What follows belongs to an exercise in optimizing a design on an open flow for small area, a short achievable clock period and few clock cycles; a production flow would make more cautious choices.
At most, simulation tests tie the RTL to the original design; equivalence was not proved.
No functional check of the RTL was part of runs 1 and 5 to 7.
No activity file was given, so power comes from the tool's default toggle rates.

===== flow/config.mk =====
export PLATFORM = sky130hd
export DESIGN_NAME = i2c_master_transfer_sequencer
export DESIGN_NICKNAME = i2c_master_transfer_sequencer
export VERILOG_FILES = /design/flow/design.v
export SDC_FILE = /design/flow/constraint.sdc
export NUM_CORES = 4
export LEC_CHECK = 0
export ABC_CLOCK_PERIOD_IN_PS = 2500
export CAP_MARGIN = 20
export CORE_MARGIN = 2
export CORE_UTILIZATION = 40
export SETUP_SLACK_MARGIN = 3.0
export SLEW_MARGIN = 20

===== flow/constraint.sdc =====
create_clock -name core_clock -period 5.5 [get_ports {clk_i}]
set_input_delay 1.1000 -clock core_clock [delete_from_list [all_inputs] [get_ports {clk_i}]]
set_output_delay 1.1000 -clock core_clock [all_outputs]
set_load 0.01 [all_outputs]

===== flow/design.v =====
`default_nettype none
package i2cms_pkg;
  localparam int unsigned BUFFER_BYTES_DEF = 32;
  localparam int unsigned MODE_W   = 3;
  localparam int unsigned ADDR_W   = 7;
  localparam int unsigned COUNT_W  = 8;
  localparam int unsigned INDEX_W  = 5;
  localparam int unsigned BYTE_W   = 8;
  localparam int unsigned STATUS_W = 4;
  localparam int unsigned RC_W     = 3;
  localparam int unsigned ACT_W    = 4;
  localparam int unsigned PHASE_W  = 3;
  localparam int unsigned AVAIL_W  = 6;
  typedef enum logic [MODE_W-1:0] {
    MODE_STAGE    = 3'd0,
    MODE_REQ_WR   = 3'd1,
    MODE_REQ_RD   = 3'd2,
    MODE_EVENT    = 3'd3,
    MODE_READ_BUF = 3'd4
  } mode_e;
  typedef enum logic [STATUS_W-1:0] {
    ST_START      = 4'd0,
    ST_REP_START  = 4'd1,
    ST_MT_SLA_ACK = 4'd2,
    ST_MT_DAT_ACK = 4'd3,
    ST_MT_SLA_NAK = 4'd4,
    ST_MT_DAT_NAK = 4'd5,
    ST_ARB_LOST   = 4'd6,
    ST_MR_DAT_ACK = 4'd7,
    ST_MR_SLA_ACK = 4'd8,
    ST_MR_DAT_NAK = 4'd9,
    ST_MR_SLA_NAK = 4'd10,
    ST_NO_INFO    = 4'd11,
    ST_BUS_ERROR  = 4'd12
  } status_e;
  typedef enum logic [ACT_W-1:0] {
    ACT_NONE          = 4'd0,
    ACT_START         = 4'd1,
    ACT_SEND          = 4'd2,
    ACT_ACK           = 4'd3,
    ACT_NACK          = 4'd4,
    ACT_STOP          = 4'd5,
    ACT_STOP_START    = 4'd6,
    ACT_RELEASE       = 4'd7,
    ACT_RELEASE_START = 4'd8
  } action_e;
  typedef enum logic [RC_W-1:0] {
    RC_OK        = 3'd0,
    RC_TOO_LONG  = 3'd1,
    RC_ADDR_NACK = 3'd2,
    RC_DATA_NACK = 3'd3,
    RC_OTHER     = 3'd4
  } rc_e;
  typedef enum logic [PHASE_W-1:0] {
    PH_READY = 3'd0,
    PH_TX    = 3'd1,
    PH_RX    = 3'd2,
    PH_WPEND = 3'd3,
    PH_RPEND = 3'd4
  } phase_e;
  typedef struct packed {
    logic load_in;
    logic fetch;
    logic exec;
    logic copy_step;
    logic load_out;
  } cmd_t;
  typedef struct packed {
    logic copy_start;
    logic copy_last;
  } stat_t;
endpackage
`default_nettype wire
`default_nettype none
module i2c_master_transfer_sequencer (
  input  wire logic       clk_i,
  input  wire logic       rst_ni,
  input  wire logic       in_valid_i,
  output logic            in_ready_o,
  input  wire logic [2:0] mode_i,
  input  wire logic [6:0] target_address_i,
  input  wire logic [7:0] byte_count_i,
  input  wire logic [4:0] byte_index_i,
  input  wire logic [7:0] data_byte_i,
  input  wire logic [3:0] bus_status_i,
  output logic            out_valid_o,
  input  wire logic       out_ready_i,
  output logic      [2:0] return_code_o,
  output logic      [3:0] bus_action_o,
  output logic      [7:0] bus_byte_o,
  output logic      [2:0] driver_state_o,
  output logic      [5:0] bytes_available_o,
  output logic      [7:0] buffer_byte_o
);
  localparam logic [3:0] A_NONE = 4'd0, A_START = 4'd1, A_SEND = 4'd2,
                         A_ACK = 4'd3, A_NACK = 4'd4, A_STOP = 4'd5,
                         A_STOP_START = 4'd6, A_RELEASE = 4'd7,
                         A_RELEASE_START = 4'd8;
  logic iv_q;       
  logic ov_q;       
  logic sv_q;       
  logic rdy_q;      
  logic exec;       
  logic out_free;
  assign exec     = iv_q & ~sv_q;
  assign out_free = ~ov_q | out_ready_i;
  assign in_ready_o  = rdy_q;
  assign out_valid_o = ov_q;
  logic iv_d, sv_d;
  always_comb begin
    iv_d = rdy_q ? in_valid_i : iv_q;
    sv_d = out_free ? 1'b0 : (sv_q | exec);
  end
  always_ff @(posedge clk_i or negedge rst_ni) begin
    if (!rst_ni) begin
      iv_q  <= 1'b0;
      ov_q  <= 1'b0;
      sv_q  <= 1'b0;
      rdy_q <= 1'b0;
    end else begin
      iv_q  <= iv_d;
      sv_q  <= sv_d;
      if (out_free) ov_q <= sv_q | exec;
      rdy_q <= ~(iv_d & sv_d);
    end
  end
  logic [6:0] a_q;
  logic [7:0] c_q;
  logic [4:0] x_q;
  logic [7:0] d_q;
  logic       k_stg, k_wr, k_rd, k_tl, k_ev, k_rb;    
  logic       e_awd, e_tx, e_rx, e_fin, e_take, e_rel, e_set;  
  logic [2:0] e_err;
  logic       in_tl;
  logic       in_ev;
  assign in_tl = (byte_count_i > 8'd32);
  assign in_ev = (mode_i == 3'd3);
  always_ff @(posedge clk_i) begin
    if (rdy_q) begin
      a_q    <= target_address_i;
      c_q    <= byte_count_i;
      x_q    <= byte_index_i;
      d_q    <= data_byte_i;
      k_stg  <= (mode_i == 3'd0);
      k_wr   <= (mode_i == 3'd1) & ~in_tl;
      k_rd   <= (mode_i == 3'd2) & ~in_tl;
      k_tl   <= ((mode_i == 3'd1) | (mode_i == 3'd2)) & in_tl;
      k_ev   <= in_ev;
      k_rb   <= (mode_i == 3'd4);
      e_awd  <= in_ev & (bus_status_i <= 4'd1);
      e_tx   <= in_ev & ((bus_status_i == 4'd2) | (bus_status_i == 4'd3));
      e_rx   <= in_ev & ((bus_status_i == 4'd7) | (bus_status_i == 4'd8));
      e_fin  <= in_ev & ((bus_status_i == 4'd4) | (bus_status_i == 4'd5) |
                         (bus_status_i == 4'd6) | (bus_status_i == 4'd9) |
                         (bus_status_i == 4'd10) | (bus_status_i == 4'd12));
      e_take <= in_ev & ((bus_status_i == 4'd7) | (bus_status_i == 4'd9));
      e_rel  <= (bus_status_i == 4'd6);
      e_set  <= in_ev & ((bus_status_i == 4'd4) | (bus_status_i == 4'd5) |
                         (bus_status_i == 4'd6) | (bus_status_i == 4'd12));
      e_err  <= (bus_status_i == 4'd4) ? 3'd2 :
                (bus_status_i == 4'd5) ? 3'd3 : 3'd4;
    end
  end
  logic       p_tx, p_rx, p_wp, p_rp;    
  logic [2:0] err_q;
  logic [5:0] pos_q;
  logic [6:0] rem_q;                     
  logic [7:0] awd_q;
  logic [6:0] wa_q;
  logic [5:0] wc_q;
  logic [6:0] ra_q;
  logic [4:0] rl_q;                      
  logic [7:0] stg [32];
  logic [7:0] xf  [32];
  logic       p_rdy;
  logic       lt, lt1;                   
  logic       take, step, fin, lw, lr, lw_req, lw_fin;
  logic [4:0] rl_in;
  logic [4:0] rd_addr;
  logic [7:0] xf_rd;
  assign p_rdy  = ~(p_tx | p_rx | p_wp | p_rp);
  assign lt     = ~rem_q[6] & (rem_q[5:0] != 6'd0);
  assign lt1    = ~rem_q[6] & (rem_q[5:1] != 5'd0);
  assign rl_in  = (c_q[5:0] == 6'd0) ? 5'd0 : 5'(c_q[5:0] - 6'd1);
  assign take   = e_take & ~pos_q[5];
  assign step   = (e_tx & lt) | take;
  assign fin    = e_fin | (e_tx & ~lt);
  assign lw_req = k_wr & p_rdy;
  assign lw_fin = fin & p_wp;
  assign lw     = lw_req | lw_fin;
  assign lr     = (k_rd & p_rdy) | (fin & p_rp);
  assign rd_addr = k_rb ? x_q : pos_q[4:0];
  assign xf_rd   = xf[rd_addr];
  logic       n_tx, n_rx, n_wp, n_rp;
  logic [2:0] n_err;
  logic [5:0] n_pos;
  logic [6:0] n_rem;
  logic [7:0] n_awd;
  logic [6:0] n_wa;
  logic [5:0] n_wc;
  logic [6:0] n_ra;
  logic [4:0] n_rl;
  always_comb begin
    n_wa = k_wr ? a_q : wa_q;
    n_wc = k_wr ? c_q[5:0] : wc_q;
    n_ra = k_rd ? a_q : ra_q;
    n_rl = k_rd ? rl_in : rl_q;
    n_tx = p_tx; n_rx = p_rx; n_wp = p_wp; n_rp = p_rp;
    n_err = e_set ? e_err : err_q;
    n_pos = step ? pos_q + 6'd1 : pos_q;
    n_rem = step ? rem_q - 7'd1 : rem_q;
    n_awd = awd_q;
    if ((k_wr | k_rd) & ~p_rdy) begin
      n_tx = 1'b0; n_rx = 1'b0; n_wp = k_wr; n_rp = k_rd;
    end
    if (fin & ~p_wp & ~p_rp) begin
      n_tx = 1'b0; n_rx = 1'b0;
    end
    if (lw) begin
      n_tx = 1'b1; n_rx = 1'b0; n_wp = 1'b0; n_rp = 1'b0;
      n_err = 3'd0;
      n_pos = 6'd0;
      n_rem = {1'b0, n_wc};
      n_awd = {n_wa, 1'b0};
    end
    if (lr) begin
      n_tx = 1'b0; n_rx = 1'b1; n_wp = 1'b0; n_rp = 1'b0;
      n_err = 3'd0;
      n_pos = 6'd0;
      n_rem = {2'b00, n_rl};
      n_awd = {n_ra, 1'b1};
    end
  end
  always_ff @(posedge clk_i or negedge rst_ni) begin
    if (!rst_ni) begin
      p_tx  <= 1'b0;
      p_rx  <= 1'b0;
      p_wp  <= 1'b0;
      p_rp  <= 1'b0;
      err_q <= 3'd0;
      pos_q <= 6'd0;
      rem_q <= 7'd0;
      awd_q <= 8'd0;
      wa_q  <= 7'd0;
      wc_q  <= 6'd0;
      ra_q  <= 7'd0;
      rl_q  <= 5'd0;
    end else if (exec) begin
      p_tx  <= n_tx;
      p_rx  <= n_rx;
      p_wp  <= n_wp;
      p_rp  <= n_rp;
      err_q <= n_err;
      pos_q <= n_pos;
      rem_q <= n_rem;
      awd_q <= n_awd;
      wa_q  <= n_wa;
      wc_q  <= n_wc;
      ra_q  <= n_ra;
      rl_q  <= n_rl;
    end
  end
  always_ff @(posedge clk_i) begin
    for (int i = 0; i < 32; i++) begin
      if (exec && k_stg && x_q == 5'(i)) stg[i] <= d_q;
    end
  end
  logic [31:0] cp_en, tk_en;
  always_comb begin
    for (int i = 0; i < 32; i++) begin
      cp_en[i] = exec & ((lw_req & (6'(i) < c_q[5:0])) | (lw_fin & (6'(i) < wc_q)));
      tk_en[i] = exec & take & (pos_q[4:0] == 5'(i));
    end
  end
  always_ff @(posedge clk_i) begin
    for (int i = 0; i < 32; i++) begin
      if (cp_en[i]) xf[i] <= stg[i];
      else if (tk_en[i]) xf[i] <= d_q;
    end
  end
  logic [2:0] rc_d;
  logic [3:0] act_d;
  logic [7:0] byte_d;
  logic [2:0] ph_d;
  logic [5:0] avail_d;
  logic [7:0] bufb_d;
  always_comb begin
    rc_d = 3'd0;
    if (k_tl) rc_d = 3'd1;
    else if ((k_wr | k_rd) & ~p_rdy) rc_d = err_q;
    else if (k_ev) rc_d = (lw | lr) ? 3'd0 : n_err;
    act_d = A_NONE;
    if ((k_wr | k_rd) & p_rdy) act_d = A_START;
    if (e_awd | (e_tx & lt)) act_d = A_SEND;
    if (e_rx) act_d = (take ? lt1 : lt) ? A_ACK : A_NACK;
    if (fin) begin
      if (p_wp | p_rp) act_d = e_rel ? A_RELEASE_START : A_STOP_START;
      else             act_d = e_rel ? A_RELEASE : A_STOP;
    end
    byte_d = e_awd ? awd_q : ((e_tx & lt) ? xf_rd : 8'd0);
    ph_d = n_tx ? 3'd1 : n_rx ? 3'd2 : n_wp ? 3'd3 : n_rp ? 3'd4 : 3'd0;
    avail_d = 6'd0;
    bufb_d  = 8'd0;
    if (k_rb) begin
      avail_d = ({2'b00, pos_q} < c_q) ? pos_q : c_q[5:0];
      bufb_d  = xf_rd;
    end
  end
  logic [31:0] res_d, sk_q, o_q;
  assign res_d = {rc_d, act_d, byte_d, ph_d, avail_d, bufb_d};
  always_ff @(posedge clk_i) begin
    if (exec && !out_free) sk_q <= res_d;
    if (out_free) o_q <= sv_q ? sk_q : res_d;
  end
  assign {return_code_o, bus_action_o, bus_byte_o, driver_state_o,
          bytes_available_o, buffer_byte_o} = o_q;
endmodule
`default_nettype wire

===== flow/run.sh =====
#!/bin/bash
# synth_recipe.tcl (not shown) runs the flow's synth.tcl, then flattens the netlist and writes it again
# the make line also repeats each setting of config.mk as NAME=value (left out here)
make -C /OpenROAD-flow-scripts/flow DESIGN_CONFIG=/design/flow/config.mk WORK_HOME=/design/flow/orfs CLKGATE_MAP_FILE= SYNTH_SCRIPT=/design/flow/synth_recipe.tcl finish

==> results_dict.tcl, run 1 <==
set metrics [dict create \
    outcome "no timing/DRC/antenna violations" \
    synth_cells 2107 \
    holdPathStages 2 \
    drt_iter0_drc 2702 \
    grt_pass1_wl_um 154000 \
    die_w_um 278 \
    post-route-drc-count 0 \
    fmax_mhz 308 \
    start_kind "flop" \
    synthFlopType "edfxtp_1" \
    first_pass_iters 5 \
    clockBufferDepth 3 \
    layout.nets 2467 \
    cap_violations 0 \
    worstHoldEndpoint "rl_q[0]" \
    wl_per_cell_um 33.0 \
    ant_nets 0 \
    tns_ns 0 \
    totalWireLength_um 113000 \
    r2r_cells 9 \
    skew_ns 0.0200 \
    synth_common_cells "edfxtp_1, mux2_2, nand2_1, nor2_1, nand3_1" \
    synth_seq_cells 677 \
    synth_top_cell_by_area "edfxtp_1" \
    worst_setup_path_end_kind "flop" \
    r2r_end "o_q[2]" \
    rsz0062_at_grt "true" \
    die_height_um 278 \
    portBuffers 72 \
    synthToLayoutAreaGrowth_pct 31.3 \
    cts.sinks 677 \
    tritoncts "built" \
    htreeDepth 3 \
    grt-ovfl-total 0 \
    vdd_drop_max_mv 0.226 \
    yosysTopAreaCellShare 0.620 \
    cts_buffers 73 \
    clk_pin_slew_ns 0.06 \
    via_count 21540 \
    p_per_area_mw_per_mm2 401 \
    final-hold-violation-count 0 \
    mappedNetlistArea_mm2 0.0300 \
    worstHoldPathType "reg -> reg" \
    yosysMostFrequentCell "edfxtp_1" \
    worst_pin_slew_ns 0.972 \
    synth_warnings 3 \
    synth_cell_types 91 \
    vias_per_cell 6.27 \
    cp_max_fo 5 \
    cp_data_required_time_ns 5.87 \
    layout_min_cycle_time_ns 3.25 \
    synthTopCellsByArea "edfxtp_1, mux2_2, dfrtp_1" \
    critPathKind "reg -> reg" \
    syn_area_per_cell_um2 14.3 \
    grt_pass1_vias 19924 \
    diodes 0 \
    grtUsageTotal 0.281 \
    p_leak_nw 13.7 \
    io_pins 73 \
    setup_violations 0 \
    num_rows 100 \
    drive_above_1_share 0.412 \
    post-route-util 0.530 \
    slew_viol_final 0 \
    synthesis.nets 2161 \
    fill_cells 5982 \
    synth-edff-count 620 \
    gp_congestion 1.04 \
    r2r_setup_slack_ns 2.25 \
    r2r-start "k_rb" \
    cp.arrival_ns 3.62 \
    synthArstFlopShare 0.0842 \
    antenna_found_initial 1 \
    slew_headroom 0.352 \
    clk_latency_ns 0.63 \
    start_util 0.403 \
    grt_start_max_net_pins 65 \
    core_mm2 0.0744 \
    dieArea_mm2 0.0773 \
    worstHoldStart "rl_q[0]" \
    cts_root_buf "clkbuf_16" \
    fin_crit_sh 0.591 \
    dp_hpwl_um 70300 \
    yosysSeqAreaShare 0.667 \
]
-- where the power goes --
group          leakage, nW  internal [W]  switching [W]
logic                 6.22       0.00193        0.00260
clock network         1.11       0.00266        0.00204
registers             6.42       0.00613       0.000435
-- through the flow --
| stage | setup WS (ns) | hold slack [ns] | area [um^2] | cells | power, W |
|---|---|---|---|---|---|
| 3_3_place_gp | 0.980 | 0.460 | 31800 | 3044 | 0.00947 |
| 2_1_floorplan | 2.87 | 0.443 | 30200 | 2107 | 0.00832 |
| 6_report | 2.25 | 0.482 | 39400 | 3437 | 0.0158 |
| 5_1_grt | 2.30 | 0.504 | 39400 | 3437 | 0.0162 |
| 4_1_cts | 2.29 | 0.482 | 37300 | 3346 | 0.0151 |
| 3_5_place_dp | 1.25 | 0.468 | 31800 | 3046 | 0.00951 |
-- cell type report --
| cell class | instances | area [um^2] | area share |
|---|---|---|---|
| multi-input combinational | 1267 | 12000 | 0.305 |
| tap | 969 | 1210 | 0.0308 |
| clock inverter | 35 | 273 | 0.00692 |
| timing repair buffer | 359 | 3710 | 0.0942 |
| sequential | 677 | 20100 | 0.509 |
| inverter | 35 | 141 | 0.00359 |
| clock buffer | 95 | 1980 | 0.0503 |
-- repair_timing --
item                       in CTS  in global routing
hold buffers                    0                  0
setup buffers                 157                 78
cloned                         13                 13
setup endpoints to repair     907                682
pin swaps                      76                104
resized for setup             417                271
-- how the worst max path moves through the flow --
| stage | end | startpoint | slack (ns) | cells past startpoint |
|---|---|---|---|---|
| 2_1_floorplan | xf[5][0] | sv_q | 2.87 | 8 |
| 3_3_place_gp | o_q[3] | k_rb | 0.98 | 7 |
| 3_5_place_dp | o_q[0] | k_rb | 1.25 | 9 |
| 4_1_cts | o_q[2] | k_rb | 2.29 | 9 |
| 5_1_grt | o_q[19] | k_rb | 2.30 | 9 |
| 6_report | o_q[2] | k_rb | 2.25 | 9 |
-- sequential cells by signal, summed over array words and instances (netlist names), 5 cells and up --
signal,flops
pos_q,6
rl_q,5
a_q,7
wc_q,6
rem_q,7
o_q,32
awd_q,8
sk_q,32
xf,256
c_q,8
stg,256
wa_q,7
ra_q,7
d_q,8
x_q,5
-- kinds of logic after synthesis --
logic type | count (synthesis) | share of synthesized area
AO/OA/AOI/OAI | 408 | 0.0985
XOR/XNOR | 11 | 0.00321
adder cells (fa/ha/maj) | 15 | 0.00625
buffers and inverters | 179 | 0.0254
flip-flops | 677 | 0.667
multiplexers | 300 | 0.112
AND/OR/NAND/NOR | 517 | 0.0875
-- critical path, cell delays in order, from the launching register on --
cell and delay [ns]:
edfxtp_1 0.49, buf_6 0.18, and3b_4 0.20, or2_4 0.29, buf_12 0.13, a222oi_1 0.65
o22ai_1 0.18, or3_4 0.39, o31ai_4 0.35, o21ai_1 0.11
-- placed cells by master (no fill, tap or decap), types with 48 or more instances in the layout --
cell	n
mux2_4	70
edfxtp_1	620
o21ai_0	48
nand2_1	90
nor2_4	48
clkbuf_16	80
nor2_1	72
buf_4	178
mux2_2	212
buf_6	56
nand3_1	97
-- per-layer routing --
layer / vias to the layer above / share of wire / GRT usage
met4: 0 / 0.066 / 0.137
met3: 350 / 0.088 / 0.0536
met2: 1266 / 0.44 / 0.428
li1: 8892 / - / -
met1: 11032 / 0.40 / 0.386
met5: - / 0 / 0
==> run 2: changes to the inputs <==
--- a/flow/design.v
+++ b/flow/design.v
@@ -172,2 +172,4 @@
   logic [4:0] rl_q;                      
+  logic       lt, lt1;                   
+  logic [4:0] rda_q;                     
   logic [7:0] stg [32];
@@ -175,10 +177,6 @@
   logic       p_rdy;
-  logic       lt, lt1;                   
   logic       take, step, fin, lw, lr, lw_req, lw_fin;
   logic [4:0] rl_in;
-  logic [4:0] rd_addr;
   logic [7:0] xf_rd;
   assign p_rdy  = ~(p_tx | p_rx | p_wp | p_rp);
-  assign lt     = ~rem_q[6] & (rem_q[5:0] != 6'd0);
-  assign lt1    = ~rem_q[6] & (rem_q[5:1] != 5'd0);
   assign rl_in  = (c_q[5:0] == 6'd0) ? 5'd0 : 5'(c_q[5:0] - 6'd1);
@@ -191,4 +189,3 @@
   assign lr     = (k_rd & p_rdy) | (fin & p_rp);
-  assign rd_addr = k_rb ? x_q : pos_q[4:0];
-  assign xf_rd   = xf[rd_addr];
+  assign xf_rd   = xf[rda_q];
   logic       n_tx, n_rx, n_wp, n_rp;
@@ -233,4 +230,33 @@
   end
+  logic n_lt, n_lt1, n_wc_nz, n_wc_gt1;
+  always_comb begin
+    n_wc_nz  = (n_wc != 6'd0);
+    n_wc_gt1 = (n_wc[5:1] != 5'd0);
+    if (lw) begin
+      n_lt  = n_wc_nz;
+      n_lt1 = n_wc_gt1;
+    end else if (lr) begin
+      n_lt  = (n_rl != 5'd0);
+      n_lt1 = (n_rl[4:1] != 4'd0);
+    end else if (step) begin
+      n_lt  = lt1;
+      n_lt1 = ~rem_q[6] & (rem_q[5:0] > 6'd2);
+    end else begin
+      n_lt  = lt;
+      n_lt1 = lt1;
+    end
+  end
+  logic [5:0] pos_e;
+  assign pos_e = exec ? n_pos : pos_q;
+  always_ff @(posedge clk_i or negedge rst_ni) begin
+    if (!rst_ni) begin
+      rda_q <= 5'd0;
+    end else if (rdy_q) begin
+      rda_q <= (mode_i == 3'd4) ? byte_index_i : pos_e[4:0];
+    end
+  end
   always_ff @(posedge clk_i or negedge rst_ni) begin
     if (!rst_ni) begin
+      lt    <= 1'b0;
+      lt1   <= 1'b0;
       p_tx  <= 1'b0;
@@ -248,2 +274,4 @@
     end else if (exec) begin
+      lt    <= n_lt;
+      lt1   <= n_lt1;
       p_tx  <= n_tx;
@@ -267,3 +295,3 @@
   end
-  logic [31:0] cp_en, tk_en;
+  logic [31:0] cp_en, tk_en, hd_en;
   always_comb begin
@@ -271,3 +299,4 @@
       cp_en[i] = exec & ((lw_req & (6'(i) < c_q[5:0])) | (lw_fin & (6'(i) < wc_q)));
-      tk_en[i] = exec & take & (pos_q[4:0] == 5'(i));
+      tk_en[i] = exec & take & (rda_q == 5'(i)) & ~cp_en[i];
+      hd_en[i] = ~(cp_en[i] | tk_en[i]);
     end
@@ -276,4 +305,4 @@
     for (int i = 0; i < 32; i++) begin
-      if (cp_en[i]) xf[i] <= stg[i];
-      else if (tk_en[i]) xf[i] <= d_q;
+      xf[i] <= ({8{cp_en[i]}} & stg[i]) | ({8{tk_en[i]}} & d_q) |
+               ({8{hd_en[i]}} & xf[i]);
     end
@@ -308,7 +337,13 @@
   end
-  logic [31:0] res_d, sk_q, o_q;
+  logic [31:0] res_d, o_q;
+  logic [18:0] sk_d, sk_q;
+  logic [31:0] sk_x;
   assign res_d = {rc_d, act_d, byte_d, ph_d, avail_d, bufb_d};
+  assign sk_d  = {k_rb, ph_d, (k_rb ? bufb_d : byte_d),
+                  (k_rb ? {1'b0, avail_d} : {rc_d, act_d})};
+  assign sk_x  = sk_q[18] ? {7'd0, 8'd0, sk_q[17:15], sk_q[5:0], sk_q[14:7]}
+                          : {sk_q[6:0], sk_q[14:7], sk_q[17:15], 6'd0, 8'd0};
   always_ff @(posedge clk_i) begin
-    if (exec && !out_free) sk_q <= res_d;
-    if (out_free) o_q <= sv_q ? sk_q : res_d;
+    if (exec && !out_free) sk_q <= sk_d;
+    if (out_free) o_q <= sv_q ? sk_x : res_d;
   end
==> results_dict.tcl, run 2 <==
set metrics [dict create \
    outcome "no timing/DRC/antenna violations" \
    totalWireLength_um 114000 \
    core_mm2 0.0714 \
    crit_chain "buf_12 -> buf_6 -> nand3b_1 -> buf_6 -> nor3_4 -> a2111oi_4 -> o2111ai_2 -> o32a_1 -> a22o_1" \
    start_util 0.403 \
    setup_violations 0 \
    cp-startpoint "rda_q[3]" \
    final-seq-area_mm2 0.0173 \
    clockBufferDepth 3 \
    mostFrequentLayoutCells "edfxtp_1, dfxtp_1, nand2_1" \
    place_ws_ns 1.75 \
    synth_warnings 3 \
    die_w_um 272 \
    crit_buf_inv 3 \
    tns_ns 0 \
    p_leak_nw 14.3 \
    worst_pin_slew_ns 1.29 \
    clk_latency_ns 0.63 \
    synthFlopType "edfxtp_1" \
    p_per_area_mw_per_mm2 497 \
    p_switching_w 0.00639 \
    power_switching_share 0.354 \
    multi_input_area_mm2 0.0121 \
    vdd_drop_max_mv 0.282 \
    cts_root_buf "clkbuf_16" \
    dieArea_mm2 0.0741 \
    wl_per_cell_um 31.0 \
    critical_path.top_delay_family "compound AO/OA/AOI/OAI gates" \
    dp_hpwl_um 77300 \
    reg.largest.list "stg (256), xf (256), o_q (32)" \
    cp_data_required_time_ns 5.88 \
    clk_pin_slew_ns 0.07 \
    hold_ws_ns 0.439 \
    internal_power_w 0.0116 \
    synth_top_cell_by_area "edfxtp_1" \
    cts.sinks 671 \
    grt_pass1_wl_um 161000 \
    r2r_end "o_q[3]" \
    cp_num_cells 9 \
    post-route-drc-count 0 \
    drt_iter0_drc 3038 \
    synth-edff-count 351 \
    final-hold-violation-count 0 \
    fin_ws_ns 2.76 \
    grtUsageTotal 0.301 \
    r2r_setup_slack_ns 2.76 \
    cp_max_fo 7 \
    power_w 0.0180 \
    grt_start_max_net_pins 65 \
    layout_min_cycle_time_ns 2.74 \
    synthTopCellsByArea "edfxtp_1, dfxtp_1, dfrtp_1" \
    tritoncts "built" \
    worstHoldPathType "reg -> reg" \
    r2r_cells 9 \
    grt_pass1_vias 21910 \
    via_count 23248 \
    cts_buffers 73 \
    worst_setup_path_end_kind "flop" \
    fill_cells 6273 \
    synth_common_cells "edfxtp_1, dfxtp_1, nand2_1, nor2_1, inv_1" \
    antenna_found_initial 4 \
    final_common_cell "edfxtp_1" \
    mappedNetlistArea_mm2 0.0288 \
    pwr-share-comb 0.280 \
    synthToLayoutAreaGrowth_pct 26.1 \
    num_rows 98 \
    io_pins 73 \
    drive_above_1_share 0.236 \
    cp_slowest_cell "dfrtp_4" \
    worstHoldEndpoint "xf[17][5]" \
    fin_crit_sh 0.498 \
    htreeDepth 3 \
    cap_violations 0 \
    r2r-start "rda_q[3]" \
    synthArstFlopShare 0.0954 \
    layout.nets 2716 \
    worstHoldStart "xf[17][5]" \
    vias_per_cell 6.32 \
    maxUsedRoutingLayer "met5" \
    power_frac_seq 0.443 \
    start_kind "flop" \
    ant_nets 0 \
    fmax_mhz 365 \
    holdPathStages 2 \
    pwr-share-clk 0.276 \
    wl_met2_um 51400 \
    wl_met3_um 9380 \
    slew_viol_final 0 \
    wirelength_met1_um 46400 \
    gp_congestion 1.01 \
    yosysMostFrequentCell "edfxtp_1" \
    rsz0062_at_grt "true" \
    postCtsHoldBufs 0 \
    grt-ovfl-total 0 \
    cp.arrival_ns 3.12 \
    synth_seq_cells 671 \
    syn_area_per_cell_um2 11.7 \
    slew_headroom 0.137 \
    yosysTopAreaCellShare 0.366 \
    synth_cell_types 97 \
    synthesis.nets 2518 \
    skew_ns 0.0201 \
    critPathKind "reg -> reg" \
    max_stage_delay_ns 0.59 \
    yosysSeqAreaShare 0.600 \
    die_height_um 272 \
    synth_cells 2467 \
    cp_common_cell "buf_6" \
    portBuffers 72 \
    first_pass_iters 9 \
]
-- run 2: changes by cell type in the layout (fill, tap and decap cells not counted), sizes merged, moves of 64 or more --
cell,previous run,this run
a21o,18,96
a222oi,3,72
a22o,18,114
buf,281,213
dfxtp,0,256
edfxtp,620,351
inv,35,124
mux2,282,27
nand3,109,45
-- run 2: per-stage QoR --
stage	std cells	utilization	instance area [um^2]
2_1_floorplan	2467	-	28800
3_3_place_gp	3377	0.426	30400
3_5_place_dp	3377	0.426	30400
4_1_cts	3616	0.492	35100
5_1_grt	3676	0.509	36300
6_report	3677	0.509	36300
-- run 2: repair_timing --
action,in CTS,in global routing
endpoints found under the setup margin,546,459
setup buffers,95,59
resized for setup,339,126
pin swaps,61,70
cloned,8,1
-- run 2: how the worst max path moves through the flow --
stage	to	slack, ns
finish	o_q[3]	2.76
global route	sk_q[13]	2.77
CTS	stg[6][4]	2.84
detailed placement	sk_q[11]	1.75
global placement	o_q[3]	1.69
floorplan	sk_q[0]	3.09
-- run 2: cell type report --
| cell class | count | area share |
|---|---|---|
| multi-input combinational | 1515 | 0.333 |
| clock inverter | 35 | 0.0105 |
| antenna | 1 | 0.0000690 |
| sequential | 671 | 0.476 |
| tap | 950 | 0.0328 |
| inverter | 118 | 0.0123 |
| timing repair buffer | 286 | 0.0784 |
| clock buffer | 101 | 0.0567 |
-- run 2: cells by family (layout without fill, tap and decap cells) --
group                      Yosys count  in the layout  synth area share
AOI/OAI and AO/OA                  760            760             0.206
DFF                                671            671             0.600
and+or+nand+nor                    669            671             0.121
buffers and inverters              283            540            0.0408
muxes                               62             62            0.0232
adders and majority gates           12             12           0.00522
xor gates and xnor gates            10             10           0.00304
other                                0              1                 0
-- run 2: routing by layer --
metal,up-vias,track usage
li1,9965,-
met1,11718,0.401
met2,1260,0.472
met3,301,0.0539
met4,4,0.149
met5,-,0
-- run 2: tightest hold or removal path, cell delays in order (launching register included) --
cell and delay, ns:
dfxtp_1 0.31, nand2_1 0.05, nand2_1 0.04
-- run 2: power groups by stage --
stage,combinational (W),clock [W],sequential (W)
after global routing,0.00530,0.00524,0.00801
after detailed placement,0.00370,0,0.00802
final,0.00505,0.00499,0.00800
after global placement,0.00364,0,0.00802
after floorplan,0.00258,0,0.00711
after CTS,0.00456,0.00504,0.00790
Testbench counts of run 2, summed over its fixed seeds: cycles 19,019.
==> run 3: changes to the inputs <==
--- a/flow/config.mk
+++ b/flow/config.mk
@@ -7,7 +7,8 @@
 export LEC_CHECK = 0
-export ABC_CLOCK_PERIOD_IN_PS = 2500
+export ABC_CLOCK_PERIOD_IN_PS = 2100
 export CAP_MARGIN = 20
 export CORE_MARGIN = 2
-export CORE_UTILIZATION = 40
-export SETUP_SLACK_MARGIN = 3.0
+export CORE_UTILIZATION = 60
+export SETUP_SLACK_MARGIN = 3.4
 export SLEW_MARGIN = 20
+export TNS_END_PERCENT = 10
==> results_dict.tcl, run 3 <==
set metrics [dict create \
    wl_per_cell_um 32.5 \
    die_w_um 223 \
    slew_headroom 0.293 \
    grtUsageTotal 0.422 \
    grt_pass1_wl_um 152000 \
    fill_cells 3172 \
    synthArstFlopShare 0.0954 \
    synth_xor_area_frac 0.00304 \
    first_pass_iters 9 \
    die_height_um 223 \
    power_w 0.0175 \
    synth_top_cell_by_area "edfxtp_1" \
    cp.arrival_ns 3.32 \
    dp_hpwl_um 70200 \
    synthAdderAreaFrac 0.00522 \
    synth_warnings 3 \
    synthTopCellsByArea "edfxtp_1, dfxtp_1, dfrtp_1" \
    synth-edff-count 351 \
    yosysMostFrequentCell "edfxtp_1" \
    grt_pass1_vias 22108 \
    synthToLayoutAreaGrowth_pct 21.5 \
    layout.nets 2674 \
    clk_latency_ns 0.64 \
    vdd_drop_max_mv 0.377 \
    yosysSeqAreaShare 0.600 \
    synthesis.nets 2518 \
    reg.largest.list "stg (256), xf (256), o_q (32)" \
    fin_crit_sh 0.513 \
    num_rows 80 \
    worst_setup_path_end_kind "flop" \
    cp_data_required_time_ns 5.99 \
    fmax_mhz 354 \
    outcome "no timing/DRC/antenna violations" \
    dieArea_mm2 0.0497 \
    vias_per_cell 7.18 \
    mappedNetlistArea_mm2 0.0288 \
    p_leak_nw 13.8 \
    cts_buffers 69 \
    rsz0062_at_grt "true" \
    synth_seq_cells 671 \
    yosysTopAreaCellShare 0.366 \
    clk_pin_slew_ns 0.06 \
    yosys.area_share.simple 0.121 \
    worst_pin_slew_ns 1.06 \
    slew_viol_final 0 \
    layout_min_cycle_time_ns 2.82 \
    hold_ws_ns 0.446 \
    muxShareOfSynthArea 0.0232 \
    syn_area_per_cell_um2 11.7 \
    drt_iter0_drc 3841 \
    dpl-instance-area_mm2 0.0299 \
    cts_root_buf "clkbuf_16" \
    synth-compound-area-share 0.206 \
    skew_ns 0.0310 \
    synth_cell_types 97 \
    cap_violations 0 \
    antenna_found_initial 2 \
    core_mm2 0.0475 \
    post-route-drc-count 0 \
    final-hold-violation-count 0 \
    postCtsHoldBufs 0 \
    synth_common_cells "edfxtp_1, dfxtp_1, nand2_1, nor2_1, inv_1" \
    start_util 0.605 \
    drive_above_1_share 0.214 \
    final_common_cell "edfxtp_1" \
    r2r_setup_slack_ns 2.68 \
    portBuffers 72 \
    synth_cells 2467 \
    setup_violations 0 \
    via_count 23668 \
    htreeDepth 3 \
    cts.sinks 671 \
    gp_congestion 1.09 \
    ant_nets 0 \
    start_kind "flop" \
    grt-ovfl-total 0 \
    critPathKind "reg -> reg" \
    cp_max_fo 9 \
    synthFlopType "edfxtp_1" \
    design_area_mm2 0.0350 \
    worstHoldPathType "reg -> reg" \
    synth_top_family_by_area "compound AO/OA/AOI/OAI gates" \
    tritoncts "built" \
    tns_ns 0 \
    mostFrequentLayoutCells "edfxtp_1, dfxtp_1, nand2_1" \
    grt_start_max_net_pins 65 \
    io_pins 73 \
    p_per_area_mw_per_mm2 501 \
    totalWireLength_um 107000 \
    clockBufferDepth 3 \
]
[run 3: cell counts after synthesis]
Identical to the previous run, type by type.
[run 3: power breakdown]
group / total (W) / internal [W] / switching [W]
logic: 0.00489 / 0.00213 / 0.00276
clock network: 0.00466 / 0.00267 / 0.00199
registers: 0.00798 / 0.00652 / 0.00145
total: 0.0175 / 0.0113 / 0.00620
[run 3: cell type report]
cell class / count / area, um^2 / share of cell area
clock inverters: 29 / 340 / 0.00973
multi-input cells: 1513 / 11800 / 0.336
clock buffers: 99 / 1900 / 0.0543
flip-flops and latches: 671 / 17300 / 0.495
diodes: 1 / 2.50 / 0.0000716
well taps: 615 / 769 / 0.0220
inverters: 118 / 445 / 0.0127
repair buffers: 250 / 2440 / 0.0699
[run 3: metrics by stage]
stage	util	setup slack (ns)	cells
floorplan	-	3.15	2467
global placement	0.629	1.74	3030
detailed placement	0.629	1.64	3030
CTS	0.715	2.79	3248
global route	0.736	2.69	3295
finish	0.736	2.68	3296
[run 3: logic make-up (layout without fill, tap and decap cells)]
family,Yosys count,in the layout
fa+ha+maj,12,12
mux,62,62
buf+inv,283,496
xor+xnor,10,10
other cells,0,1
compound gates,760,760
flops,671,671
simple gates,669,669
[run 3: final timing paths]
path,cells after the start,start,to
worst max-delay path,9,rda_q[0],o_q[6]
worst min-delay path,2,xf[17][5],xf[17][5]
worst max register to register,9,rda_q[0],o_q[6]
worst min register to register,2,xf[17][5],xf[17][5]
max in group asynchronous,2,rst_ni,rdy_q
min in group asynchronous,1,rst_ni,rda_q[3]
[run 3: metal layers]
metal,vias to the layer above,track usage,share of wire
li1,9864,-,-
met1,11554,0.553,0.36
met2,1815,0.627,0.43
met3,435,0.124,0.13
met4,0,0.247,0.078
met5,-,0,0
[run 3: repair_timing]
item | in CTS | in global routing
pin swaps | 31 | 42
gates resized for setup | 246 | 115
cloned | 1 | 4
buffers inserted | 89 | 43
setup endpoints to repair | 678 | 667
[run 3: worst max-delay path, stage by stage (launching register included)]
cell     delay (ns)
dfrtp_4        0.58
buf_4          0.18
buf_12         0.12
nor3b_4        0.44
buf_4          0.24
and3_1         0.26
nor4_1         0.10
o311a_1        0.22
a31oi_2        0.33
a22o_1         0.20
==> run 4: changes to the inputs <==
--- a/flow/config.mk
+++ b/flow/config.mk
@@ -7,3 +7,3 @@
 export LEC_CHECK = 0
-export ABC_CLOCK_PERIOD_IN_PS = 2100
+export ABC_CLOCK_PERIOD_IN_PS = 2400
 export CAP_MARGIN = 20
@@ -11,4 +11,4 @@
 export CORE_UTILIZATION = 60
-export SETUP_SLACK_MARGIN = 3.4
+export SETUP_SLACK_MARGIN = 3.1
 export SLEW_MARGIN = 20
-export TNS_END_PERCENT = 10
+export TNS_END_PERCENT = 20
==> results_dict.tcl, run 4 <==
set metrics [dict create \
    outcome "no timing/DRC/antenna violations" \
    num_rows 80 \
    synthFlopType "edfxtp_1" \
    ant_nets 0 \
    postCtsHoldBufs 0 \
    critPathKind "reg -> reg" \
    tns_ns 0 \
    use_met1 0.557 \
    drt_iter0_drc 4179 \
    die_height_um 223 \
    dp_hpwl_um 70900 \
    die_w_um 223 \
    multi_input_area_mm2 0.0119 \
    final-hold-violation-count 0 \
    dpl-instance-area_mm2 0.0298 \
    wl_per_cell_um 32.5 \
    cp-startpoint "rda_q[2]" \
    core_mm2 0.0475 \
    setup_violations 0 \
    mappedNetlistArea_mm2 0.0288 \
    cp_max_fo 7 \
    power_switching_share 0.359 \
    portBuffers 72 \
    r2r_cells 8 \
    tritoncts "built" \
    internal_power_w 0.0112 \
    grtUsageTotal 0.430 \
    fin_ws_ns 2.74 \
    mostFrequentLayoutCells "edfxtp_1, dfxtp_1, nand2_1" \
    synth_common_cells "edfxtp_1, dfxtp_1, nand2_1, nor2_1, inv_1" \
    p_leak_nw 14.0 \
    totalWireLength_um 109000 \
    cts_root_buf "clkbuf_16" \
    via_count 23835 \
    power_frac_seq 0.458 \
    synth_warnings 3 \
    synthTopCellsByArea "edfxtp_1, dfxtp_1, dfrtp_1" \
    dieArea_mm2 0.0497 \
    worst_setup_path_end_kind "flop" \
    pwr-share-comb 0.287 \
    clk_pin_slew_ns 0.06 \
    met2_usage 0.632 \
    cp.arrival_ns 3.13 \
    worstHoldStart "xf[17][4]" \
    synth_seq_cells 671 \
    antenna_found_initial 4 \
    synthesis.nets 2518 \
    yosysSeqAreaShare 0.600 \
    syn_area_per_cell_um2 11.7 \
    worst_pin_slew_ns 1.11 \
    cp_data_required_time_ns 5.88 \
    r2r_setup_slack_ns 2.74 \
    yosysMostFrequentCell "edfxtp_1" \
    grt_start_max_net_pins 65 \
    final-seq-area_mm2 0.0173 \
    vdd_drop_max_mv 0.396 \
    r2r-start "rda_q[2]" \
    synth_cell_types 97 \
    fin_crit_sh 0.501 \
    cts.sinks 671 \
    rsz0062_at_grt "true" \
    reg.largest.list "stg (256), xf (256), o_q (32)" \
    worstHoldPathType "reg -> reg" \
    p_per_area_mw_per_mm2 492 \
    grt_util_met3 0.126 \
    synth_top_cell_by_area "edfxtp_1" \
    top_usage_layer "met2" \
    start_kind "flop" \
    fmax_mhz 363 \
    p_switching_w 0.00626 \
    synth_cells 2467 \
    layout.nets 2715 \
    grt-ovfl-total 0 \
    first_pass_iters 10 \
    place_ws_ns 1.73 \
    crit_end "sk_q[7]" \
    synthArstFlopShare 0.0954 \
    drive_above_1_share 0.229 \
    fill_cells 3125 \
    gp_congestion 1.06 \
    post-route-drc-count 0 \
    layout_min_cycle_time_ns 2.76 \
    r2r_end "sk_q[7]" \
    vias_per_cell 7.15 \
    design_area_mm2 0.0354 \
    synthToLayoutAreaGrowth_pct 23.0 \
    skew_ns 0.0234 \
    final_common_cell "edfxtp_1" \
    cap_violations 0 \
    slew_headroom 0.259 \
    pwr-share-clk 0.254 \
    htreeDepth 3 \
    slew_viol_final 0 \
    synth-edff-count 351 \
    io_pins 73 \
    cts_buffers 68 \
    clockBufferDepth 3 \
    yosysTopAreaCellShare 0.366 \
    start_util 0.605 \
    grt_pass1_vias 22185 \
    grt_pass1_wl_um 154000 \
    clk_latency_ns 0.63 \
]
## run 4: worst min path at each step
stage / end / cells past startpoint
finish: xf[17][4] / 2
global route: xf[8][5] / 2
CTS: xf[17][4] / 2
detailed placement: xf[17][4] / 2
global placement: xf[23][3] / 2
floorplan: xf[8][5] / 2
## run 4: final cells by class
| class | count | share of cell area |
|---|---|---|
| Clock inverter | 30 | 0.00717 |
| Tap cell | 615 | 0.0217 |
| Multi-Input combinational cell | 1513 | 0.337 |
| Inverter | 118 | 0.0125 |
| Timing Repair Buffer | 292 | 0.0798 |
| Clock buffer | 95 | 0.0529 |
| Antenna cell | 1 | 0.0000707 |
| Sequential cell | 671 | 0.489 |
## run 4: power groups by stage
stage / Sequential (W) / Combinational, W / Clock (W)
2_1_floorplan: 0.00711 / 0.00258 / 0
6_report: 0.00799 / 0.00501 / 0.00443
4_1_cts: 0.00786 / 0.00462 / 0.00444
3_5_place_dp: 0.00798 / 0.00355 / 0
3_3_place_gp: 0.00797 / 0.00344 / 0
5_1_grt: 0.00797 / 0.00525 / 0.00465
## run 4: timing repair
item,in CTS,in global routing
resized for setup,326,80
buffers inserted,121,56
endpoints found under the setup margin,645,595
pin swaps,71,46
gates cloned,6,1
## run 4: layer usage
metal / up-vias / share of wire
li1: 9945 / -
met1: 11616 / 0.37
met2: 1752 / 0.42
met3: 518 / 0.12
met4: 4 / 0.086
met5: - / 0.00020
## run 4: worst max-delay path: stages, from the launching register on
cell	delay (ns)
dfrtp_4	0.57
buf_6	0.16
nor3b_4	0.16
buf_6	0.15
buf_4	0.14
a32oi_1	0.39
nand4_1	0.18
o32a_1	0.47
a22o_1	0.27
## run 4: cells by family (layout without fill, tap and decap cells)
group                      Yosys count  after routing  share of synthesized area
DFF                                671            671                      0.600
xor gates and xnor gates            10             10                    0.00304
adders and majority gates           12             12                    0.00522
and+or+nand+nor                    669            669                      0.121
buffers and inverters              283            535                     0.0408
AOI/OAI and AO/OA                  760            760                      0.206
other                                0              1                          0
muxes                               62             62                     0.0232
## run 4: stage by stage
stage | hold WS (ns) | power [W] | utilization | instances
3_5_place_dp | 0.432 | 0.0115 | 0.628 | 3025
5_1_grt | 0.460 | 0.0179 | 0.745 | 3334
4_1_cts | 0.440 | 0.0169 | 0.727 | 3277
6_report | 0.438 | 0.0174 | 0.745 | 3335
3_3_place_gp | 0.427 | 0.0114 | 0.628 | 3025
2_1_floorplan | 0.411 | 0.00968 | - | 2467
==> run 5: changes to the inputs <==
--- a/flow/design.v
+++ b/flow/design.v
@@ -104,3 +104,3 @@
   logic out_free;
-  assign exec     = iv_q & ~sv_q;
+  assign exec     = ~sv_q;
   assign out_free = ~ov_q | out_ready_i;
@@ -111,3 +111,3 @@
     iv_d = rdy_q ? in_valid_i : iv_q;
-    sv_d = out_free ? 1'b0 : (sv_q | exec);
+    sv_d = out_free ? 1'b0 : (sv_q | iv_q);
   end
@@ -122,3 +122,3 @@
       sv_q  <= sv_d;
-      if (out_free) ov_q <= sv_q | exec;
+      if (out_free) ov_q <= sv_q | iv_q;
       rdy_q <= ~(iv_d & sv_d);
@@ -128,3 +128,4 @@
   logic [7:0] c_q;
-  logic [4:0] x_q;
+  logic [7:0] xs_hi;                                   
+  logic [3:0] xs_lo;
   logic [7:0] d_q;
@@ -135,4 +136,6 @@
   logic       in_ev;
-  assign in_tl = (byte_count_i > 8'd32);
-  assign in_ev = (mode_i == 3'd3);
+  logic       in_stg;
+  assign in_tl  = (byte_count_i > 8'd32);
+  assign in_ev  = in_valid_i & (mode_i == 3'd3);
+  assign in_stg = in_valid_i & (mode_i == 3'd0);
   always_ff @(posedge clk_i) begin
@@ -141,10 +144,11 @@
       c_q    <= byte_count_i;
-      x_q    <= byte_index_i;
+      for (int g = 0; g < 8; g++) xs_hi[g] <= in_stg & (byte_index_i[4:2] == 3'(g));
+      for (int g = 0; g < 4; g++) xs_lo[g] <= (byte_index_i[1:0] == 2'(g));
       d_q    <= data_byte_i;
-      k_stg  <= (mode_i == 3'd0);
-      k_wr   <= (mode_i == 3'd1) & ~in_tl;
-      k_rd   <= (mode_i == 3'd2) & ~in_tl;
-      k_tl   <= ((mode_i == 3'd1) | (mode_i == 3'd2)) & in_tl;
+      k_stg  <= in_stg;
+      k_wr   <= in_valid_i & (mode_i == 3'd1) & ~in_tl;
+      k_rd   <= in_valid_i & (mode_i == 3'd2) & ~in_tl;
+      k_tl   <= in_valid_i & ((mode_i == 3'd1) | (mode_i == 3'd2)) & in_tl;
       k_ev   <= in_ev;
-      k_rb   <= (mode_i == 3'd4);
+      k_rb   <= in_valid_i & (mode_i == 3'd4);
       e_awd  <= in_ev & (bus_status_i <= 4'd1);
@@ -292,3 +296,3 @@
     for (int i = 0; i < 32; i++) begin
-      if (exec && k_stg && x_q == 5'(i)) stg[i] <= d_q;
+      if (exec && xs_hi[i/4] && xs_lo[i%4]) stg[i] <= d_q;
     end
@@ -346,3 +350,3 @@
   always_ff @(posedge clk_i) begin
-    if (exec && !out_free) sk_q <= sk_d;
+    if (iv_q && exec && !out_free) sk_q <= sk_d;
     if (out_free) o_q <= sv_q ? sk_x : res_d;
--- a/flow/config.mk
+++ b/flow/config.mk
@@ -11,2 +11,3 @@
 export CORE_UTILIZATION = 60
+export CTS_BUF_LIST = sky130_fd_sc_hd__clkbuf_8
 export SETUP_SLACK_MARGIN = 3.1
==> results_dict.tcl, run 5 <==
set metrics [dict create \
    synthFlopType "edfxtp_1" \
    tritoncts "built" \
    layout.nets 2756 \
    yosysSeqAreaShare 0.597 \
    synthTopCellsByArea "edfxtp_1, dfxtp_1, dfrtp_1" \
    layout_min_cycle_time_ns 2.68 \
    fmax_mhz 373 \
    slew_viol_final 0 \
    clk_latency_ns 0.75 \
    rsz0062_at_grt "true" \
    htreeDepth 3 \
    grtUsageTotal 0.431 \
    portBuffers 72 \
    postCtsHoldBufs 0 \
    r2r_cells 3 \
    final_common_cell "edfxtp_1" \
    synthArstFlopShare 0.0945 \
    outcome "no timing/DRC/antenna violations" \
    cp_max_fo 13 \
    cts.sinks 677 \
    dieArea_mm2 0.0505 \
    worst_pin_slew_ns 1.15 \
    start_util 0.610 \
    vias_per_cell 7.09 \
    dp_hpwl_um 75000 \
    grt_pass1_vias 22460 \
    worstHoldPathType "in -> async" \
    p_per_area_mw_per_mm2 488 \
    synthesis.nets 2524 \
    worst_setup_path_end_kind "flop" \
    start_kind "flop" \
    core_mm2 0.0479 \
    wl_per_cell_um 32.1 \
    tns_ns 0 \
    critPathKind "reg -> reg" \
    syn_area_per_cell_um2 11.8 \
    cp.arrival_ns 3.05 \
    p_leak_nw 14.4 \
    grt_pass1_wl_um 156000 \
    grt_start_max_net_pins 63 \
    synth_seq_cells 677 \
    post-route-drc-count 0 \
    reg.largest.list "stg (256), xf (256), o_q (32)" \
    cts_root_buf "clkbuf_8" \
    antenna_found_initial 11 \
    ant_nets 0 \
    synth_cell_types 104 \
    fin_crit_sh 0.488 \
    synth_warnings 3 \
    die_w_um 225 \
    cp_data_required_time_ns 5.87 \
    first_pass_iters 8 \
    via_count 24210 \
    fill_cells 3045 \
    gp_congestion 1.04 \
    cap_violations 0 \
    synth-edff-count 357 \
    io_pins 73 \
    cts_buffers 102 \
    die_height_um 225 \
    mostFrequentLayoutCells "edfxtp_1, dfxtp_1, buf_4" \
    yosysMostFrequentCell "edfxtp_1" \
    synth_cells 2473 \
    final-hold-violation-count 0 \
    num_rows 80 \
    synth_top_cell_by_area "edfxtp_1" \
    grt-ovfl-total 0 \
    slew_headroom 0.230 \
    mappedNetlistArea_mm2 0.0292 \
    totalWireLength_um 110000 \
    skew_ns 0.0468 \
    drt_iter0_drc 3940 \
    synth_common_cells "edfxtp_1, dfxtp_1, nand2_1, nor2_1, a22o_1" \
    setup_violations 0 \
    power_w 0.0175 \
    synthToLayoutAreaGrowth_pct 22.4 \
    clk_pin_slew_ns 0.06 \
    vdd_drop_max_mv 0.318 \
    drive_above_1_share 0.247 \
    clockBufferDepth 3 \
    yosysTopAreaCellShare 0.367 \
]
[run 5: logic make-up after synthesis]
family | count (synthesis) | share of synthesized area
adder cells (fa/ha/maj) | 12 | 0.00513
AND/OR/NAND/NOR | 732 | 0.133
flip-flops | 677 | 0.597
buffers and inverters | 240 | 0.0350
multiplexers | 67 | 0.0256
XOR/XNOR | 9 | 0.00270
AO/OA/AOI/OAI | 736 | 0.202
[run 5: worst max-delay path, stage by stage, from the launching register on]
cell     delay [ns]
dfrtp_4        0.65
nor2b_1        0.95
buf_4          0.30
and2_1         0.39
[run 5: repair_timing]
action                     in CTS  in global routing
pin swaps                      61                 25
gates cloned                    7                  2
setup endpoints to repair     449                458
setup buffers                 129                 36
gates resized for setup       403                 61
hold endpoints to repair        0                  0
[run 5: final timing paths]
check                          start    endpoint  slack (ns)
max                             sv_q  stg[25][1]        2.82
min                           rst_ni    err_q[0]        0.40
max reg2reg                     sv_q  stg[25][1]        2.82
min reg2reg                stg[3][0]    xf[3][0]        0.42
max in group asynchronous     rst_ni    rda_q[2]        4.01
min in group core_clock    stg[3][0]    xf[3][0]        0.42
[run 5: where the power goes]
part / switching (W) / internal [W] / total [W] / leakage [nW]
clock: 0.00197 / 0.00204 / 0.00401 / 1.17
sequential: 0.00157 / 0.00661 / 0.00818 / 6.28
combinational: 0.00292 / 0.00236 / 0.00528 / 6.94
total: 0.00646 / 0.0110 / 0.0175 / 14.4
[run 5: layer usage]
metal,GRT usage,wire length [um]
met1,0.617,43000
met2,0.609,45800
met3,0.124,15300
met4,0.194,5660
met5,0,41
[run 5: layout make-up]
cell class	instances	area, um^2	share of cell area
repair buffers	289	2790	0.0781
diodes	11	27.5	0.000769
flip-flops and latches	677	17500	0.488
inverters	77	302	0.00843
clock inverters	77	420	0.0117
clock buffers	113	1560	0.0435
well taps	615	769	0.0215
multi-input cells	1558	12400	0.348
[run 5: through the flow]
| step | util | std cells | area [um^2] | hold WS [ns] | setup WS [ns] |
|---|---|---|---|---|---|
| 2_1_floorplan | - | 2473 | 29300 | 0.407 | 3.02 |
| 3_3_place_gp | 0.634 | 3041 | 30400 | 0.417 | 1.75 |
| 3_5_place_dp | 0.634 | 3042 | 30400 | 0.417 | 1.80 |
| 4_1_cts | 0.733 | 3368 | 35200 | 0.374 | 2.89 |
| 5_1_grt | 0.746 | 3409 | 35800 | 0.430 | 2.86 |
| 6_report | 0.746 | 3417 | 35800 | 0.395 | 2.82 |
==> run 6: changes to the inputs <==
--- a/flow/config.mk
+++ b/flow/config.mk
@@ -11,3 +11,2 @@
 export CORE_UTILIZATION = 60
-export CTS_BUF_LIST = sky130_fd_sc_hd__clkbuf_8
 export SETUP_SLACK_MARGIN = 3.1
==> results_dict.tcl, run 6 <==
set metrics [dict create \
    outcome "no timing/DRC/antenna violations" \
    clockBufferDepth 3 \
    vdd_drop_max_mv 0.386 \
    final-hold-violation-count 0 \
    num_rows 80 \
    grtUsageTotal 0.432 \
    yosysMostFrequentCell "edfxtp_1" \
    worst_setup_path_end_kind "flop" \
    htreeDepth 3 \
    antenna_found_initial 11 \
    grt_util_met3 0.124 \
    start_util 0.610 \
    top_usage_layer "met2" \
    core_mm2 0.0479 \
    cts_buffers 69 \
    clk_pin_slew_ns 0.06 \
    holdPathStages 2 \
    worstHoldStart "stg[3][3]" \
    r2r-start "sv_q" \
    fmax_mhz 372 \
    p_leak_nw 14.2 \
    cp_data_required_time_ns 5.78 \
    worst_pin_slew_ns 1.15 \
    mostFrequentLayoutCells "edfxtp_1, dfxtp_1, nand2_1" \
    cp_max_fo 13 \
    synthesis.nets 2524 \
    critPathKind "reg -> reg" \
    final_common_cell "edfxtp_1" \
    cap_violations 0 \
    clk_latency_ns 0.64 \
    synth_common_cells "edfxtp_1, dfxtp_1, nand2_1, nor2_1, a22o_1" \
    first_pass_iters 8 \
    r2r_setup_slack_ns 2.81 \
    syn_area_per_cell_um2 11.8 \
    r2r_end "stg[21][6]" \
    slew_headroom 0.232 \
    cts_root_buf "clkbuf_16" \
    met2_usage 0.625 \
    hold_ws_ns 0.442 \
    dp_hpwl_um 75000 \
    io_pins 73 \
    cp.arrival_ns 2.97 \
    synth-edff-count 357 \
    layout.nets 2704 \
    r2r_cells 3 \
    worstHoldPathType "reg -> reg" \
    synthFlopType "edfxtp_1" \
    totalWireLength_um 112000 \
    cts.sinks 677 \
    via_count 24227 \
    grt-ovfl-total 0 \
    synth_cell_types 104 \
    setup_violations 0 \
    max_stage_delay_ns 0.95 \
    mappedNetlistArea_mm2 0.0292 \
    drive_above_1_share 0.228 \
    synthArstFlopShare 0.0945 \
    fill_cells 3040 \
    post-route-drc-count 0 \
    rsz0062_at_grt "true" \
    tns_ns 0 \
    synth_seq_cells 677 \
    synthToLayoutAreaGrowth_pct 22.6 \
    cp_slowest_cell "nor2b_1" \
    die_height_um 225 \
    die_w_um 225 \
    p_per_area_mw_per_mm2 506 \
    synthTopCellsByArea "edfxtp_1, dfxtp_1, dfrtp_1" \
    gp_congestion 1.04 \
    ant_nets 0 \
    synth_warnings 3 \
    crit_buf_inv 1 \
    synth_top_cell_by_area "edfxtp_1" \
    grt_pass1_wl_um 155000 \
    dieArea_mm2 0.0505 \
    wl_per_cell_um 33.6 \
    vias_per_cell 7.28 \
    fin_crit_sh 0.489 \
    yosysSeqAreaShare 0.597 \
    tritoncts "built" \
    use_met1 0.616 \
    start_kind "flop" \
    drt_iter0_drc 4135 \
    layout_min_cycle_time_ns 2.69 \
    worstHoldEndpoint "xf[3][3]" \
    synth_cells 2473 \
    reg.largest.list "stg (256), xf (256), o_q (32)" \
    grt_start_max_net_pins 63 \
    grt_pass1_vias 21996 \
    yosysTopAreaCellShare 0.367 \
    critical_path.top_delay_family "simple AND/OR/NAND/NOR gates" \
    slew_viol_final 0 \
    skew_ns 0.0305 \
    crit_chain "nor2b_1 -> buf_4 -> and2_1" \
    portBuffers 72 \
]
## run 6: through the flow
stage / cells / cell area (um^2) / total power [W] / setup WS (ns) / util
global route: 3326 / 35900 / 0.0185 / 2.80 / 0.748
global placement: 3041 / 30400 / 0.0119 / 1.75 / 0.634
detailed placement: 3042 / 30400 / 0.0120 / 1.80 / 0.634
floorplan: 2473 / 29300 / 0.00999 / 3.02 / -
finish: 3327 / 35900 / 0.0181 / 2.81 / 0.748
CTS: 3265 / 34800 / 0.0174 / 2.88 / 0.725
## run 6: worst max path at each step
stage / startpoint / endpoint / depth (start not counted)
floorplan: c_q[2] / sk_q[2] / 10
global placement: rda_q[4] / o_q[2] / 6
detailed placement: rda_q[4] / sk_q[13] / 6
CTS: wc_q[5] / xf[10][0] / 6
global route: rda_q[2] / o_q[1] / 10
finish: sv_q / stg[21][6] / 3
## run 6: kinds of logic (layout without fill, tap and decap cells)
kind of cell | after synthesis | after routing | share of synthesized area
xor+xnor | 9 | 9 | 0.00270
buf+inv | 240 | 475 | 0.0350
flops | 677 | 677 | 0.597
other cells | 0 | 2 | 0
fa+ha+maj | 12 | 12 | 0.00513
mux | 67 | 67 | 0.0256
compound gates | 736 | 737 | 0.202
simple gates | 732 | 733 | 0.133
## run 6: what timing repair did
| action | CTS | global route |
|---|---|---|
| resized for setup | 310 | 115 |
| endpoints found under the setup margin | 450 | 516 |
| pin swaps | 35 | 55 |
| setup buffers | 92 | 54 |
| cloned | 3 | 6 |
| hold buffers | 0 | 0 |
## run 6: worst min-delay path: stages, from the launching register on
cell and delay, ns:
edfxtp_1 0.32, nand2_1 0.05, nand2_1 0.05
## run 6: area by class of cell
cell class                      count  area [um^2]  area share
Clock buffer                       94         1860      0.0519
Inverter                           77          299     0.00834
Antenna cell                        2         5.00    0.000140
Timing Repair Buffer              270         2680      0.0747
Sequential cell                   677        17500       0.487
Clock inverter                     34          367      0.0102
Multi-Input combinational cell   1558        12400       0.346
Tap cell                          615          769      0.0215
## run 6: layer usage
metal,up-vias,part of all wire
li1,9962,-
met1,11990,0.38
met2,1909,0.42
met3,358,0.14
met4,8,0.051
met5,-,0.00045
## run 6: power breakdown
group	switching [W]	total, W	internal, W
sequential	0.00156	0.00817	0.00661
combinational	0.00299	0.00533	0.00234
clock	0.00199	0.00464	0.00264
total	0.00655	0.0181	0.0116
==> run 7: changes to the inputs <==
--- a/flow/design.v
+++ b/flow/design.v
@@ -103,4 +103,5 @@
   logic exec;       
+  logic ex_q;       
   logic out_free;
-  assign exec     = ~sv_q;
+  assign exec     = ex_q;
   assign out_free = ~ov_q | out_ready_i;
@@ -119,2 +120,3 @@
       rdy_q <= 1'b0;
+      ex_q  <= 1'b1;
     end else begin
@@ -124,2 +126,3 @@
       rdy_q <= ~(iv_d & sv_d);
+      ex_q  <= ~sv_d;
     end
@@ -178,2 +181,3 @@
   logic [4:0] rda_q;                     
+  logic [4:0] rdn_q;                     
   logic [7:0] stg [32];
@@ -193,3 +197,5 @@
   assign lr     = (k_rd & p_rdy) | (fin & p_rp);
-  assign xf_rd   = xf[rda_q];
+  logic [7:0] xf_hi;
+  assign xf_hi   = xf[~rdn_q];
+  assign xf_rd   = {xf_hi[7:4], xf[rda_q][3:0]};
   logic       n_tx, n_rx, n_wp, n_rp;
@@ -254,7 +260,8 @@
   assign pos_e = exec ? n_pos : pos_q;
-  always_ff @(posedge clk_i or negedge rst_ni) begin
-    if (!rst_ni) begin
-      rda_q <= 5'd0;
-    end else if (rdy_q) begin
-      rda_q <= (mode_i == 3'd4) ? byte_index_i : pos_e[4:0];
+  logic [4:0] rda_d;
+  assign rda_d = (mode_i == 3'd4) ? byte_index_i : pos_e[4:0];
+  always_ff @(posedge clk_i) begin
+    if (rdy_q) begin
+      rda_q <= rda_d;
+      rdn_q <= ~rda_d;
     end
==> results_dict.tcl, run 7 <==
set metrics [dict create \
    outcome "no timing/DRC/antenna violations" \
    slew_viol_final 0 \
    synth_common_cells "edfxtp_1, dfxtp_1, nand2_1, nor2_1, o21ai_0" \
    worst_pin_slew_ns 1.08 \
    grt_start_max_net_pins 62 \
    post-route-drc-count 0 \
    first_pass_iters 7 \
    cp-startpoint "rdn_q[4]" \
    r2r_setup_slack_ns 2.70 \
    r2r_cells 8 \
    vias_per_cell 7.18 \
    synth_warnings 3 \
    core_mm2 0.0488 \
    totalWireLength_um 114000 \
    num_rows 81 \
    cp_max_fo 7 \
    die_w_um 226 \
    final_common_cell "edfxtp_1" \
    tritoncts "built" \
    mostFrequentLayoutCells "edfxtp_1, dfxtp_1, nand2_1" \
    cp.arrival_ns 3.15 \
    r2r-start "rdn_q[4]" \
    vdd_drop_max_mv 0.430 \
    dieArea_mm2 0.0512 \
    maxUsedRoutingLayer "met5" \
    post-route-util 0.740 \
    synth_top_cell_by_area "edfxtp_1" \
    synthFlopType "edfxtp_1" \
    final-hold-violation-count 0 \
    drt_iter0_drc 3915 \
    r2r_end "o_q[6]" \
    htreeDepth 3 \
    holdPathStages 2 \
    synth-edff-count 367 \
    layout.nets 2853 \
    wl_per_cell_um 32.2 \
    wirelength_met1_um 42800 \
    antenna_found_initial 9 \
    io_pins 73 \
    synth_cells 2639 \
    drive_above_1_share 0.202 \
    fin_ws_ns 2.70 \
    portBuffers 72 \
    cts_root_buf "clkbuf_16" \
    clk_pin_slew_ns 0.06 \
    dp_hpwl_um 76100 \
    synth_cell_types 95 \
    reg.largest.list "stg (256), xf (256), o_q (32)" \
    clockBufferDepth 3 \
    via_count 25366 \
    synthToLayoutAreaGrowth_pct 22.0 \
    fmax_mhz 357 \
    synthesis.nets 2690 \
    power_w 0.0188 \
    yosysSeqAreaShare 0.596 \
    layout_min_cycle_time_ns 2.80 \
    p_leak_nw 14.0 \
    grt_pass1_wl_um 158000 \
    synthArstFlopShare 0.0878 \
    cap_violations 0 \
    worstHoldStart "xf[1][0]" \
    design_area_mm2 0.0361 \
    synth_seq_cells 683 \
    worst_setup_path_end_kind "flop" \
    fin_crit_sh 0.510 \
    syn_area_per_cell_um2 11.2 \
    setup_violations 0 \
    grtUsageTotal 0.432 \
    yosysTopAreaCellShare 0.372 \
    cts_buffers 69 \
    critPathKind "reg -> reg" \
    start_kind "flop" \
    die_height_um 226 \
    mappedNetlistArea_mm2 0.0296 \
    wl_met3_um 16500 \
    gp_congestion 1.05 \
    worstHoldPathType "reg -> reg" \
    skew_ns 0.0217 \
    yosysMostFrequentCell "edfxtp_1" \
    slew_headroom 0.281 \
    ant_nets 0 \
    place_ws_ns 1.82 \
    worstHoldEndpoint "xf[1][0]" \
    wl_met2_um 47800 \
    grt_pass1_vias 22894 \
    synthTopCellsByArea "edfxtp_1, dfxtp_1, dfrtp_1" \
    start_util 0.607 \
    rsz0062_at_grt "true" \
    tns_ns 0 \
    clk_latency_ns 0.63 \
    p_per_area_mw_per_mm2 521 \
    dpl-instance-area_mm2 0.0308 \
    cp_data_required_time_ns 5.85 \
    cts.sinks 683 \
    grt-ovfl-total 0 \
]
-- run 7: cell types whose count changed in the layout (fill, tap and decap cells not counted), moves of 36 or more --
cell	before	now
a21o_1	126	50
a22o_1	141	58
o21ai_0	44	119
nand2_1	155	243
nand3_1	49	85
and3_1	64	113
a22oi_1	44	99
-- run 7: layout make-up --
class / instances / area (um^2)
Antenna cell: 10 / 25.0
Clock buffer: 99 / 1950
Clock inverter: 29 / 402
Fill cell: 3307 / 12700
Inverter: 86 / 328
Multi-Input combinational cell: 1701 / 12400
Sequential cell: 683 / 17700
Tap cell: 664 / 831
Timing Repair Buffer: 261 / 2540
-- run 7: layer usage --
metal / track usage / vias up
li1: - / 10432
met1: 0.603 / 12445
met2: 0.618 / 2073
met3: 0.130 / 408
met4: 0.202 / 8
met5: 0 / -
-- run 7: worst max-delay path by stage --
stage | cells after the start | endpoint | slack, ns
3_5_place_dp | 7 | xf[17][0] | 1.82
3_3_place_gp | 7 | xf[17][0] | 1.86
4_1_cts | 8 | sk_q[9] | 2.83
6_report | 8 | o_q[6] | 2.70
2_1_floorplan | 8 | sk_q[0] | 2.99
5_1_grt | 8 | sk_q[13] | 2.78
-- run 7: per-stage QoR --
stage,hold WS (ns),cells
after detailed placement,0.436,3247
after global routing,0.466,3524
after CTS,0.446,3459
final,0.450,3533
after global placement,0.425,3247
after floorplan,0.407,2639
-- run 7: cells by family after synthesis --
kind of cell	synth area share
flops	0.596
compound gates	0.179
buf+inv	0.0347
mux	0.0292
fa+ha+maj	0.00507
xor+xnor	0.00266
simple gates	0.154
-- run 7: critical path, stage by stage (launching register included) --
cell,delay (ns)
edfxtp_1,0.43
buf_12,0.16
buf_12,0.14
and3_1,0.24
o211ai_1,0.28
nand4_1,0.16
nor4_1,0.59
a31o_2,0.38
o21ai_0,0.13
-- run 7: power by group --
part | switching, W | internal (W)
logic | 0.00330 | 0.00237
registers | 0.00156 | 0.00668
clock network | 0.00205 | 0.00288
total | 0.00691 | 0.0119
-- run 7: repair_timing --
| action | CTS | global route |
|---|---|---|
| gates cloned | 2 | 7 |
| setup endpoints to repair | 372 | 365 |
| buffers inserted | 82 | 57 |
| hold buffers | 0 | 0 |
| resized for setup | 240 | 126 |
| pin swaps | 36 | 39 |

==> re-timing with driven ports <==
The results above use ideal ports. As a check the final layouts listed here were re-extracted and re-timed, cells and wires unchanged.
Step 1: set_driving_cell puts a clkbuf_16 on clk_i and a buf_2 on each other input, an assumption about the parent block.
Step 2, shift: input delay + t, output delay - t, t = (earliest + latest rising clock arrival at the registers) / 2. This alone moves slack from input paths to output paths.
Slacks: ideal ports / drivers / drivers and shift; pairs: ideal ports / drivers.
run | t, ns | setup slack, ns | slew at the worst register clock pin (ns)
run 1 | 0.695 | 2.249 / 2.249 / 2.249 | 0.06 / 0.06
run 2 | 0.689 | 2.762 / 2.762 / 2.526 | 0.07 / 0.07
run 3 | 0.688 | 2.676 / 2.676 / 2.558 | 0.07 / 0.07
run 4 | 0.681 | 2.744 / 2.744 / 2.442 | 0.07 / 0.07
run 5 | 0.782 | 2.817 / 2.817 / 2.312 | 0.07 / 0.07
run 6 | 0.683 | 2.810 / 2.810 / 2.340 | 0.07 / 0.07
run 7 | 0.678 | 2.697 / 2.697 / 2.413 | 0.07 / 0.07
After both steps setup and hold are still met in every run listed. The setup slack of run 5, which loses most, moves by 0.000 ns with the drivers and by -0.505 ns with both steps.
